Context: an optimization exercise on an open-source flow, tuned for a short achievable clock period and few clock cycles. The choices shown serve that exercise and are no tape-out recipe.
The RTL was checked by simulation tests, not by an equivalence proof against the original design.
No activity file was given, so power comes from the tool's default toggle rates.

==> flow/design.v <==
package cpuPkg;
    localparam int XLEN = 32;
    localparam logic [6:0] OP_R      = 7'b0110011;
    localparam logic [6:0] OP_IMM    = 7'b0010011;
    localparam logic [6:0] OP_LOAD   = 7'b0000011;
    localparam logic [6:0] OP_STORE  = 7'b0100011;
    localparam logic [6:0] OP_JAL    = 7'b1101111;
    localparam logic [6:0] OP_JALR   = 7'b1100111;
    localparam logic [6:0] OP_BRANCH = 7'b1100011;
    localparam logic [6:0] OP_SYSTEM = 7'b1110011;
    localparam logic [2:0] PH_START = 3'd0;
    localparam logic [2:0] PH_FETCH = 3'd1;
    localparam logic [2:0] PH_EXEC  = 3'd2;
    localparam logic [2:0] PH_MEM   = 3'd3;
    localparam logic [2:0] PH_HALT  = 3'd4;
endpackage
`timescale 1ns/10ps
import cpuPkg::*;
module regFile (
    input  logic                    clk,
    input  logic [4:0]              rs1,
    input  logic [4:0]              rs2,
    input  logic [4:0]              rd,
    input  logic                    we,
    input  logic [cpuPkg::XLEN-1:0] wdata,
    input  logic                    useImm,
    input  logic [cpuPkg::XLEN-1:0] imm,
    output logic [cpuPkg::XLEN-1:0] rdata1,
    output logic [cpuPkg::XLEN-1:0] rdata2,
    output logic [cpuPkg::XLEN-1:0] rdataI
);
    logic [XLEN-1:0] regs [1:31];
    logic            fwd1;
    logic            fwd2;
    always_ff @(posedge clk) begin
        if (we && rd != 5'd0) begin
            regs[rd] <= wdata;
        end
    end
    logic [XLEN-1:0] read1;
    logic [XLEN-1:0] read2;
    assign fwd1 = we && rd != 5'd0 && rs1 == rd;
    assign fwd2 = we && rd != 5'd0 && rs2 == rd;
    assign read1 = (rs1 == 5'd0) ? '0 : regs[rs1];
    assign read2 = (rs2 == 5'd0) ? '0 : regs[rs2];
    always_comb begin
        rdata1 = fwd1 ? wdata : read1;
        rdata2 = fwd2 ? wdata : read2;
        rdataI = useImm ? imm : rdata2;
    end
endmodule
`timescale 1ns/10ps
import cpuPkg::*;
module immGen (
    input  logic [31:0]             instr,
    output logic [cpuPkg::XLEN-1:0] immI,
    output logic [cpuPkg::XLEN-1:0] immS,
    output logic [cpuPkg::XLEN-1:0] immB,
    output logic [cpuPkg::XLEN-1:0] immJ
);
    assign immI = {{20{instr[31]}}, instr[31:20]};
    assign immS = {{20{instr[31]}}, instr[31:25], instr[11:7]};
    assign immB = {{20{instr[31]}}, instr[7], instr[30:25], instr[11:8], 1'b0};
    assign immJ = {{12{instr[31]}}, instr[19:12], instr[20], instr[30:21], 1'b0};
endmodule
`timescale 1ns/10ps
import cpuPkg::*;
module aluUnit (
    input  logic [cpuPkg::XLEN-1:0] a,
    input  logic [cpuPkg::XLEN-1:0] b,       
    input  logic [cpuPkg::XLEN-1:0] opB,     
    input  logic [2:0]              funct3,
    input  logic                    isSub,
    output logic [cpuPkg::XLEN-1:0] sum,
    output logic [cpuPkg::XLEN-1:0] result,
    output logic                    branchTaken
);
    logic [XLEN-1:0] diff;
    logic            lessThan;
    logic            brEqual;
    logic            brLess;
    assign sum = a + opB;
    assign diff = a - opB;
    assign lessThan = $signed(a) < $signed(opB);
    assign brEqual = (a == b);
    assign brLess = $signed(a) < $signed(b);
    always_comb begin
        case (funct3)
            3'b000:  result = isSub ? diff : sum;
            3'b010:  result = {{(XLEN-1){1'b0}}, lessThan};
            3'b100:  result = a ^ opB;
            3'b110:  result = a | opB;
            3'b111:  result = a & opB;
            default: result = sum;
        endcase
        case (funct3)
            3'b000:  branchTaken = brEqual;
            3'b001:  branchTaken = !brEqual;
            3'b100:  branchTaken = brLess;
            3'b101:  branchTaken = !brLess;
            default: branchTaken = 1'b0;
        endcase
    end
endmodule
`timescale 1ns/10ps
import cpuPkg::*;
module stateSequencer (
    input  logic clk,
    input  logic rst,
    input  logic memAck,
    input  logic fAlu,
    input  logic fExec,
    input  logic iLdSt,
    output logic memReq,
    output logic issued,      
    output logic accessDone,
    output logic phFetch,
    output logic phExec,
    output logic phMem,
    output logic halted
);
    logic idle;      
    logic phStart;
    assign memReq = !(idle | memAck);
    assign accessDone = issued & memAck;
    always_ff @(posedge clk) begin
        if (rst) begin
            issued <= 1'b0;
        end else begin
            issued <= memReq | (issued & !memAck);
        end
    end
    always_ff @(posedge clk) begin
        if (rst) begin
            phStart <= 1'b1;
            phFetch <= 1'b0;
            phExec <= 1'b0;
            phMem <= 1'b0;
            idle <= 1'b1;
            halted <= 1'b0;
        end else begin
            if (phStart) begin
                phStart <= 1'b0;
                phFetch <= 1'b1;
                idle <= 1'b0;
            end
            if (phFetch && accessDone) begin
                if (fExec) begin
                    phFetch <= 1'b0;
                    phExec <= 1'b1;
                    idle <= 1'b1;
                end else if (!fAlu) begin
                    phFetch <= 1'b0;
                    idle <= 1'b1;
                    halted <= 1'b1;
                end
            end
            if (phExec) begin
                phExec <= 1'b0;
                phMem <= iLdSt;
                phFetch <= !iLdSt;
                idle <= 1'b0;
            end
            if (phMem && accessDone) begin
                phMem <= 1'b0;
                phFetch <= 1'b1;
            end
        end
    end
endmodule
`timescale 1ns/10ps
import cpuPkg::*;
module stateToControl (
    input  logic [6:0] opcode,
    output logic       isAlu,      
    output logic       isExec,     
    output logic       isUseImm,   
    output logic       isStore
);
    always_comb begin
        isAlu = 1'b0;
        isExec = 1'b0;
        isUseImm = 1'b0;
        isStore = 1'b0;
        case (opcode)
            OP_R:      isAlu = 1'b1;
            OP_IMM:    begin isAlu = 1'b1; isUseImm = 1'b1; end
            OP_LOAD:   begin isExec = 1'b1; isUseImm = 1'b1; end
            OP_STORE:  begin isExec = 1'b1; isUseImm = 1'b1; isStore = 1'b1; end
            OP_JAL:    isAlu = 1'b1;
            OP_JALR:   begin isExec = 1'b1; isUseImm = 1'b1; end
            OP_BRANCH: isExec = 1'b1;
            default:   ;
        endcase
    end
endmodule
`timescale 1ns/10ps
import cpuPkg::*;
module dataPath (
    input  logic                    clk,
    input  logic                    rst,
    input  logic [cpuPkg::XLEN-1:0] memRdata,
    input  logic                    memAck,
    input  logic                    issued,
    input  logic                    accessDone,
    input  logic                    phFetch,
    input  logic                    phExec,
    input  logic                    phMem,
    input  logic                    fAlu,
    input  logic                    fUseImm,
    input  logic                    fStore,
    output logic                    iLdSt,
    output logic                    memWe,
    output logic [cpuPkg::XLEN-1:0] memAddr,
    output logic [cpuPkg::XLEN-1:0] memWdata
);
    logic [XLEN-1:0] addrQ;      
    logic [XLEN-1:0] pcPlus4;
    logic [XLEN-1:0] targetB;
    logic [XLEN-1:0] regA;
    logic [XLEN-1:0] regB;
    logic [XLEN-1:0] opBQ;
    logic [XLEN-1:0] wbData;
    logic            wbPend;
    logic            wbLoad;
    logic [XLEN-1:0] mdr;
    logic [XLEN-1:0] rfWdata;
    logic            aluStep;
    logic [XLEN-1:0] wdataQ;
    logic            weQ;
    logic [31:0]     ir;
    logic            iLoad;
    logic            iStore;
    logic            iJal;
    logic            iJalr;
    logic            iBranch;
    logic            iSub;
    logic            fetchDone;
    logic            memDone;
    logic [XLEN-1:0] fImmI;
    logic [XLEN-1:0] fImmS;
    logic [XLEN-1:0] fImmB;
    logic [XLEN-1:0] fImmJ;
    logic [6:0]      fOp;
    logic [XLEN-1:0] rdata1;
    logic [XLEN-1:0] rdata2;
    logic [XLEN-1:0] rdataI;
    logic [XLEN-1:0] sum;
    logic [XLEN-1:0] aluResult;
    logic            branchTaken;
    logic [XLEN-1:0] nextAddr;
    assign fOp = memRdata[6:0];
    assign fetchDone = accessDone & phFetch;
    assign memDone = accessDone & phMem;
    immGen fetchImms (.instr(memRdata), .immI(fImmI), .immS(fImmS), .immB(fImmB), .immJ(fImmJ));
    regFile regs (
        .clk(clk), .rs1(memRdata[19:15]), .rs2(memRdata[24:20]), .rd(ir[11:7]),
        .we(wbPend), .wdata(rfWdata), .useImm(fUseImm), .imm(fStore ? fImmS : fImmI),
        .rdata1(rdata1), .rdata2(rdata2), .rdataI(rdataI)
    );
    always_ff @(posedge clk) begin
        regA <= rdata1;
        regB <= rdata2;
        opBQ <= rdataI;
        targetB <= addrQ + fImmB;
    end
    aluUnit alu (
        .a(regA), .b(regB), .opB(opBQ), .funct3(ir[14:12]), .isSub(iSub),
        .sum(sum), .result(aluResult), .branchTaken(branchTaken)
    );
    always_ff @(posedge clk) begin
        if (fetchDone) begin
            ir <= memRdata;
            pcPlus4 <= addrQ + XLEN'(4);
            iLoad <= fOp == OP_LOAD;
            iStore <= fOp == OP_STORE;
            iJal <= fOp == OP_JAL;
            iJalr <= fOp == OP_JALR;
            iBranch <= fOp == OP_BRANCH;
            iSub <= fOp == OP_R && memRdata[30];
        end
    end
    logic            selJal;
    logic            selAck;
    logic            selHold;
    logic            selTaken;
    logic            selNotTaken;
    logic            selSum;
    logic [XLEN-1:0] jalTarget;
    logic [XLEN-1:0] seqAddr;
    assign jalTarget = addrQ + fImmJ;
    assign seqAddr = phMem ? pcPlus4 : addrQ + XLEN'(4);
    always_comb begin
        selJal = !rst && accessDone && phFetch && fOp == OP_JAL;
        selAck = !rst && accessDone && !(phFetch && fOp == OP_JAL);
        selHold = !rst && !accessDone && !phExec;
        selTaken = !rst && phExec && iBranch && branchTaken;
        selNotTaken = !rst && phExec && iBranch && !branchTaken;
        selSum = !rst && phExec && !iBranch;
        nextAddr = ({XLEN{selJal}} & jalTarget) |
                   ({XLEN{selAck}} & seqAddr) |
                   ({XLEN{selHold}} & addrQ) |
                   ({XLEN{selTaken}} & targetB) |
                   ({XLEN{selNotTaken}} & pcPlus4) |
                   ({XLEN{selSum}} & {sum[XLEN-1:1], sum[0] & !iJalr});
    end
    always_ff @(posedge clk) begin
        addrQ <= nextAddr;
    end
    always_ff @(posedge clk) begin
        if (rst) begin
            aluStep <= 1'b0;
            wbPend <= 1'b0;
            wbLoad <= 1'b0;
        end else begin
            aluStep <= fetchDone && fAlu || phExec && iJalr;
            wbPend <= (aluStep || memDone && iLoad) && ir[11:7] != 5'd0;
            wbLoad <= memDone && iLoad;
        end
    end
    always_ff @(posedge clk) begin
        wbData <= iJal || iJalr ? pcPlus4 : aluResult;
        mdr <= memRdata;
    end
    assign rfWdata = wbLoad ? mdr : wbData;
    always_ff @(posedge clk) begin
        if (rst) begin
            weQ <= 1'b0;
        end else if (phExec) begin
            weQ <= iStore;
        end else if (memDone) begin
            weQ <= 1'b0;
        end
        if (phExec) wdataQ <= regB;
    end
    assign iLdSt = iLoad | iStore;
    assign memWe = weQ;
    assign memAddr = addrQ;
    assign memWdata = wdataQ;
endmodule
`timescale 1ns/10ps
import cpuPkg::*;
module cpuTop (
    input  logic                    clk,
    input  logic                    rst,
    output logic                    memReq,
    output logic                    memWe,
    output logic [cpuPkg::XLEN-1:0] memAddr,
    output logic [cpuPkg::XLEN-1:0] memWdata,
    input  logic                    memAck,
    input  logic [cpuPkg::XLEN-1:0] memRdata,
    output logic                    halted
);
    logic accessDone;
    logic issued;
    logic phFetch;
    logic phExec;
    logic phMem;
    logic iLdSt;
    logic fAlu;
    logic fExec;
    logic fUseImm;
    logic fStore;
    stateToControl decode (
        .opcode(memRdata[6:0]), .isAlu(fAlu), .isExec(fExec), .isUseImm(fUseImm),
        .isStore(fStore)
    );
    stateSequencer sequencer (
        .clk(clk),
        .rst(rst),
        .memAck(memAck),
        .fAlu(fAlu),
        .fExec(fExec),
        .iLdSt(iLdSt),
        .memReq(memReq),
        .issued(issued),
        .accessDone(accessDone),
        .phFetch(phFetch),
        .phExec(phExec),
        .phMem(phMem),
        .halted(halted)
    );
    dataPath datapath (
        .clk(clk),
        .rst(rst),
        .memRdata(memRdata),
        .memAck(memAck),
        .issued(issued),
        .accessDone(accessDone),
        .phFetch(phFetch),
        .phExec(phExec),
        .phMem(phMem),
        .fAlu(fAlu),
        .fUseImm(fUseImm),
        .fStore(fStore),
        .iLdSt(iLdSt),
        .memWe(memWe),
        .memAddr(memAddr),
        .memWdata(memWdata)
    );
endmodule
Settings: LEC_CHECK=0, ABC_CLOCK_PERIOD_IN_PS=3000, CAP_MARGIN=20, CORE_MARGIN=2, CORE_UTILIZATION=40, SETUP_SLACK_MARGIN=4.6, SLEW_MARGIN=20; clock period 8.0 ns.
run.sh (not shown) runs the stock make flow with config.mk's settings and CLKGATE_MAP_FILE= SYNTH_SCRIPT=/design/flow/synth_recipe.tcl, a recipe that flattens the netlist after the stock synthesis.
Testbench counts at the start, summed over its fixed seeds: cycles 69,239.
Change:
--- a/flow/design.v
+++ b/flow/design.v
@@ -248,7 +248,8 @@
     logic [XLEN-1:0] sum;
     logic [XLEN-1:0] aluResult;
     logic            branchTaken;
-    logic [XLEN-1:0] nextAddr;
+    logic [XLEN-1:0] execAddr;
+    logic [XLEN-1:0] ackAddr;
     assign fOp = memRdata[6:0];
     assign fetchDone = accessDone & phFetch;
     assign memDone = accessDone & phMem;
@@ -280,32 +281,24 @@
             iSub <= fOp == OP_R && memRdata[30];
         end
     end
-    logic            selJal;
-    logic            selAck;
-    logic            selHold;
-    logic            selTaken;
-    logic            selNotTaken;
-    logic            selSum;
-    logic [XLEN-1:0] jalTarget;
-    logic [XLEN-1:0] seqAddr;
-    assign jalTarget = addrQ + fImmJ;
-    assign seqAddr = phMem ? pcPlus4 : addrQ + XLEN'(4);
     always_comb begin
-        selJal = !rst && accessDone && phFetch && fOp == OP_JAL;
-        selAck = !rst && accessDone && !(phFetch && fOp == OP_JAL);
-        selHold = !rst && !accessDone && !phExec;
-        selTaken = !rst && phExec && iBranch && branchTaken;
-        selNotTaken = !rst && phExec && iBranch && !branchTaken;
-        selSum = !rst && phExec && !iBranch;
-        nextAddr = ({XLEN{selJal}} & jalTarget) |
-                   ({XLEN{selAck}} & seqAddr) |
-                   ({XLEN{selHold}} & addrQ) |
-                   ({XLEN{selTaken}} & targetB) |
-                   ({XLEN{selNotTaken}} & pcPlus4) |
-                   ({XLEN{selSum}} & {sum[XLEN-1:1], sum[0] & !iJalr});
+        if (iBranch) begin
+            execAddr = branchTaken ? targetB : pcPlus4;
+        end else if (iJalr) begin
+            execAddr = {sum[XLEN-1:1], 1'b0};
+        end else begin
+            execAddr = sum;
+        end
+        ackAddr = phMem ? pcPlus4 : (fOp == OP_JAL ? addrQ + fImmJ : addrQ + XLEN'(4));
     end
     always_ff @(posedge clk) begin
-        addrQ <= nextAddr;
+        if (rst) begin
+            addrQ <= '0;
+        end else if (memAck && issued) begin
+            addrQ <= ackAddr;
+        end else if (phExec) begin
+            addrQ <= execAddr;
+        end
     end
     always_ff @(posedge clk) begin
         if (rst) begin
After rerunning: The new run finished clean. Setup slack gains 0.078 ns. Die area came out lower by 0.84%. Non-clock buffer count falls by 19. Count of clock-buffer cells in the layout goes down by 5. Register-to-register slack gets worse by 0.06 ns. Via count fell by 5.0%. Maximum frequency goes up by 2.2%. Power falls by 4.8%. Critical path depth came out higher by 4. Final area is lower by 0.36%. Worst hold slack gains 0.012 ns.
Testbench counts after the change, summed over its fixed seeds: cycles 69,239.

-- what the ideal ports hide --
How much do the figures lean on ideal ports? The routed layouts below were timed once more, with nothing changed but the port constraints.
Step 1 sets driving cells, clkbuf_16 on the clock port and buf_2 on the other inputs (assumed; they add their load-dependent delay and slew).
Step 2 also shifts input and output timing later by t, the mid clock arrival at the registers, as if the neighbouring blocks saw the same clock.
Three values: ideal, step 1, step 2; two values: the first two.
run | shift t [ns] | setup WS [ns] | pins driven straight from the clock port
the first run | 0.879 | 4.424 / 4.184 / 3.306 | 1
the second run | 0.873 | 4.501 / 4.225 / 3.353 | 1
After both steps every run listed still meets setup and hold. For the second run, which loses most, drivers alone change the setup slack by -0.276 ns; drivers and shift together by -1.148 ns.
